Context: an optimization exercise on an open-source flow, tuned for small area, a short achievable clock period and few clock cycles per item. The choices shown serve that exercise and are no tape-out recipe.
Only simulation tests tie the RTL to the original design; equivalence was not proved.
No activity file was given, so power comes from the tool's default toggle rates.

**design/flow/config.mk**
```make
export PLATFORM = sky130hd
export DESIGN_NAME = act_lut_pipe
export DESIGN_NICKNAME = act_lut_pipe
export VERILOG_FILES = /design/flow/design.v
export SDC_FILE = /design/flow/constraint.sdc
export NUM_CORES = 4
export LEC_CHECK = 0
export CAP_MARGIN = 20
export CORE_MARGIN = 2
export CORE_UTILIZATION = 40
export SLEW_MARGIN = 20
export SYNTH_MEMORY_MAX_BITS = 8192
```
**design/flow/constraint.sdc**
```tcl
create_clock -name core_clock -period 5.0 [get_ports {clk}]
set_input_delay 1.0000 -clock core_clock [delete_from_list [all_inputs] [get_ports {clk}]]
set_output_delay 1.0000 -clock core_clock [all_outputs]
set_load 0.01 [all_outputs]
```
**design/flow/design.v**
```verilog
module act_lut_pipe #(
  parameter int ADDR_W = 8,
  parameter int DATA_W = 16,
  parameter int FRAC_W = 12
) (
  input  logic              clk,
  input  logic              rst_n,
  input  logic              load_start_i,
  input  logic              load_valid_i,
  input  logic [DATA_W-1:0] load_data_i,
  output logic              load_done_o,
  input  logic              in_valid_i,
  output logic              in_ready_o,
  input  logic [ADDR_W-1:0] in_addr_i,
  output logic              out_valid_o,
  input  logic              out_ready_i,
  output logic [DATA_W-1:0] out_data_o
);
  localparam int IDX_W = ADDR_W;
  localparam int TD = 1 << IDX_W;
  if (FRAC_W >= DATA_W) begin : g_bad_frac
    $error("act_lut_pipe: FRAC_W must be smaller than DATA_W");
  end
  typedef enum logic [1:0] {S_EMPTY, S_LOAD, S_RUN, S_DRAIN} state_t;
  state_t             state_q;
  logic [IDX_W-1:0]   wptr_q;
  logic               load_done_q;
  logic               s1_valid_q, out_valid_q;
  logic [DATA_W-1:0]  rd_q, out_data_q, post;
  logic [IDX_W-1:0]   rd_idx;
  logic               adv, accept, wr_en;
  logic [DATA_W-1:0]  mem [TD];
  assign adv        = !out_valid_q | out_ready_i;
  assign in_ready_o = (state_q == S_RUN) & adv;
  assign accept     = in_valid_i & in_ready_o;
  assign wr_en      = (state_q == S_LOAD) & load_valid_i & !load_start_i;
  always_ff @(posedge clk or negedge rst_n) begin
    if (!rst_n) begin
      state_q     <= S_EMPTY;
      wptr_q      <= '0;
      load_done_q <= 1'b0;
    end else begin
      load_done_q <= 1'b0;
      case (state_q)
        S_EMPTY: if (load_start_i) begin
          state_q <= S_LOAD;
          wptr_q  <= '0;
        end
        S_LOAD: begin
          if (load_start_i) wptr_q <= '0;
          else if (load_valid_i) begin
            wptr_q <= wptr_q + 1'b1;
            if (&wptr_q) begin
              state_q     <= S_RUN;
              load_done_q <= 1'b1;
            end
          end
        end
        S_RUN: if (load_start_i) state_q <= S_DRAIN;
        S_DRAIN: if (!s1_valid_q && !out_valid_q) begin
          state_q <= S_LOAD;
          wptr_q  <= '0;
        end
        default: state_q <= S_EMPTY;
      endcase
    end
  end
  always_ff @(posedge clk) begin
    if (wr_en)                mem[wptr_q] <= load_data_i;
    else if (accept && adv)   rd_q        <= mem[rd_idx];
  end
  assign rd_idx = in_addr_i;
  assign post   = rd_q;
  always_ff @(posedge clk or negedge rst_n) begin
    if (!rst_n) begin
      s1_valid_q  <= 1'b0;
      out_valid_q <= 1'b0;
      out_data_q  <= '0;
    end else if (adv) begin
      s1_valid_q  <= accept;
      out_valid_q <= s1_valid_q;
      if (s1_valid_q) out_data_q <= post;
    end
  end
  assign load_done_o = load_done_q;
  assign out_valid_o = out_valid_q;
  assign out_data_o  = out_data_q;
endmodule
```
**design/flow/run.sh**
```bash
#!/bin/bash
# synth_recipe.tcl (not shown) runs the flow's synth.tcl, then flattens the netlist and writes it again
# the make line also repeats each setting of config.mk as NAME=value (left out here)
make -C /OpenROAD-flow-scripts/flow DESIGN_CONFIG=/design/flow/config.mk WORK_HOME=/design/flow/orfs CLKGATE_MAP_FILE= SYNTH_SCRIPT=/design/flow/synth_recipe.tcl finish
```
==> impl_metrics.yaml <==
floorplanning:
  dieArea_um2: 406000
  rows: 232
  coreArea_um2: 399000
  die_x_um: 638
  initial_core_util_pct: 40.2
  die_y_um: 638
  ios: 49
global_route:
  grtUsageTotal_pct: 20.9
  grt_max_degree: 169
  grt_pass1_vias: 80274
  grt_pass1_wl_mm: 610
  grt_remaining_overflow: 0
  antenna_found_initial: 25
critical_path:
  slowest_stage: "nor4_1"
  path_class: "primary input to flop"
  cp-startpoint: "in_addr_i[1]"
  slowest_delay_ps: 890
  cp_max_fo: 39
  timing.critical_path.required_ps: 5760
  setup.worst_path.start_class: "primary input"
  r2r-start: "state_q[1]$_DFFE_PN0P_"
  crit_arrival_ps: 5060
  crit_chain: "buf_8 > nand2b_4 > buf_4 > o221ai_1 > a21oi_1 > nor4_1 > nand3_1 > nor4_2"
  end_kind: "flop"
yosys:
  synth-seq-cells: 4141
  synth_flop_cell: "edfxtp_1"
  postSynthAreaPerCell_um2: 21.5
  synth.most_common_cell: "edfxtp_1"
  synthTopCellsByArea: "edfxtp_1 77%, mux4_2 12%, mux2i_1 3.4%"
  ys_async_sr_fraction_pct: 0.700
  synthCells: 7455
  syn-num-nets: 7494
  synth_edf_count: 4112
  netlist_area_um2: 161000
  ys_types: 64
  synth_common_cells: "4112 x edfxtp_1, 825 x mux4_2, 547 x mux2i_1"
  seq_area_frac_synth_pct: 77.4
  synth_top_area_share_pct: 76.9
  synth_top_area_cell: "edfxtp_1"
  yosys_warnings: 1
outcome:
  outcome: "timing/DRC/antenna clean"
drt:
  dr.pass1.iters: 6
  drc: 0
  avgViaCountPerCell: 5.89
  antenna_left: 0
  vias: 80435
  wire_per_inst_um: 31.5
  drt_iter0_drc: 10364
  drt_wl_total_mm: 431
power:
  switching_share_pct: 21.6
  power_leakage_uw: 0.0582
  p_seq_share_pct: 52.4
  clkPwrFrac_pct: 42.1
  power_frac_comb_pct: 5.5
  vdd_ir_drop_max_v: 0.000286
  intPower_uw: 57500
  switching_power_uw: 15800
  p_per_area_nw_per_um2: 399
run:
  maxCapViolations: 0
sta:
  setup_slack_ps: 699
  fin_crit_ps: 4300
  fmax_mhz: 232
  hold_viol: 0
  finalClockSkew_ps: 49.5
  maxSlewHeadroom_pct: 24.4
  fin_crit_sh_pct: 86.0
  setup_viol: 0
  slew_violations: 0
  fin_tns_setup_ps: 0
  rsz0062_at_grt: "no"
  tightest_slew_ps: 1130
place:
  pre_cts_ws_ps: -183
  dp.cells: 12900
  hpwl_mm: 261
  globalplace.congestion: 0.848
  io_buffers: 48
layout:
  final_util_pct: 46.0
  num-nets-final: 8087
  drive_gt1_share_pct: 25.6
  finalNonFillerCells: 13662
  register_area_um2: 124000
  fillCellCount: 33074
  multi_input_area_um2: 33600
  areaGrowthSynthToFinish_pct: 14.5
clocking:
  cts_setup_buffers: 0
  post_cts_resized: 0
  clk_latency_ps: 970
  cts.sinks: 4141
  cts_buffer_depth: 4
  cts_buffers: 409
  cts_tree: "done"
  htree_levels: 5
  cts.reportedPaths.clkPinSlew_ps: 60
  cts.root.buffer_cell: "clkbuf_16"
  holdBufCountCts: 0
hold_path:
  hold_path.class: "primary input to async pin"
[layout make-up]
type / count / area share [%]
Antenna cell: 12 / 0.0163
Clock buffer: 493 / 5.84
Clock inverter: 255 / 1.44
Inverter: 11 / 0.0300
Multi-Input combinational cell: 2845 / 18.3
Sequential cell: 4141 / 67.6
Tap cell: 5265 / 3.58
Timing Repair Buffer: 640 / 3.24
[power by group through the flow]
stage	Clock, uW	Combinational [uW]	Sequential, uW
after floorplan	0	2070	39100
after global placement	0	3970	39200
after detailed placement	0	4040	39200
after CTS	31300	4050	38400
after global routing	32700	4240	38400
final	30900	4030	38400
[worst max-delay path: cells and delay by family]
family | cells | cell delay, ps
AOI/OAI and AO/OA | 2 | 830
buffers and inverters | 2 | 780
and+or+nand+nor | 4 | 2350
[cells in the final DEF, fill, tap and decap left out, types with 9 or more instances in the layout]
| master | count |
|---|---|
| edfxtp_1 | 4112 |
| mux4_2 | 825 |
| mux2i_1 | 547 |
| buf_4 | 520 |
| clkbuf_16 | 416 |
| nor2_1 | 256 |
| o221ai_1 | 248 |
| a21oi_1 | 179 |
| o22ai_1 | 123 |
| clkinv_1 | 95 |
| nor3_1 | 78 |
| nand2_1 | 76 |
| clkinv_2 | 74 |
| clkbuf_1 | 73 |
| buf_12 | 72 |
| mux2_2 | 60 |
| o21ai_0 | 58 |
| nand3_1 | 54 |
| bufinv_16 | 47 |
| a211oi_1 | 37 |
| a22o_1 | 30 |
| dfrtp_1 | 29 |
| clkdlybuf4s50_1 | 25 |
| nor2_2 | 23 |
| a2111oi_0 | 23 |
| and3_1 | 21 |
| buf_8 | 19 |
| nor4_1 | 17 |
| o31ai_1 | 16 |
| clkinvlp_4 | 16 |
| a221oi_1 | 14 |
| a22oi_1 | 13 |
| nand3_2 | 13 |
| diode_2 | 12 |
| o211ai_1 | 12 |
| nor2b_1 | 10 |
| nor4_2 | 10 |
| ha_1 | 9 |
| clkinv_8 | 9 |
[metrics by stage]
stage | power, uW | instance area (um2) | hold WS [ps]
2_1_floorplan | 41200 | 161000 | 454
3_3_place_gp | 43100 | 170000 | 478
3_5_place_dp | 43200 | 170000 | 488
4_1_cts | 73800 | 184000 | 177
5_1_grt | 75300 | 184000 | 12.1
6_report | 73300 | 184000 | 2.22
[kinds of logic (layout without fill, tap and decap cells)]
group	Yosys count	after routing	share of synthesized area, %
compound gates	804	804	3.57
fa+ha+maj	9	9	0.0701
buf+inv	469	1399	1.88
flops	4141	4141	77.4
mux	1432	1432	15.4
other cells	0	12	0
simple gates	600	600	1.72
[state kept, by name, summed over array words and instances, names as in the netlist]
register and count:
out_valid_q 1, state_q 2, rd_q 16, mem 4096, wptr_q 8, out_data_q 16, s1_valid_q 1, load_done_q 1
[worst paths after layout]
path                       slack [ps]  depth (start not counted)                         end
setup / recovery                  700                          8           rd_q[2]$_DFFE_PP_
hold / removal                      2                          1       load_done_q$_DFF_PN0_
setup reg to reg                 1520                          9        mem[19][4]$_DFFE_PP_
hold reg to reg                   500                          2     out_valid_q$_DFFE_PN0N_
max in group asynchronous        4440                          1  out_data_q[11]$_DFFE_PN0P_
min in group core_clock           470                          1       mem[238][7]$_DFFE_PP_
[per-layer routing]
layer	vias up	part of all wire, %	global-route usage (%)
li1	32844	-	-
met5	-	0.013	0
met3	623	8.0	3.50
met1	43232	41	29.3
met4	8	3.1	6.00
met2	3728	48	33.6
Testbench counts, summed over its fixed seeds: cycles 18,456, items 16,384.

[what the ideal ports hide]
How much do the figures lean on ideal ports? The routed layout below was timed once more, with nothing changed but the port constraints.
Step 1: set_driving_cell puts a clkbuf_16 on clk and a buf_2 on each other input, an assumption about the parent block.
Step 2 adds t to the input delays and takes it off the output delays; t is the mean of the earliest and latest rising clock arrival at the registers after step 1. Input paths then give back, and output paths get back, about the clock's delay inside the block.
a / b / c = no drivers / after step 1 / after step 2; a / b = the first two.
t (ns): 1.047
slack for setup (ns): 0.699 / 0.746 / -0.301
hold slack, ns: 0.002 / -0.062 / 0.503
clock arrival spread, ns: 0.062 / 0.062
slew at the worst register clock pin (ns): 0.08 / 0.08
worst slew at a driven data input, ns: 0.15
Met with ideal ports but missed after step 2: setup timing in this run. For this run, drivers alone change the setup slack by +0.047 ns; drivers and shift together by -1.000 ns.
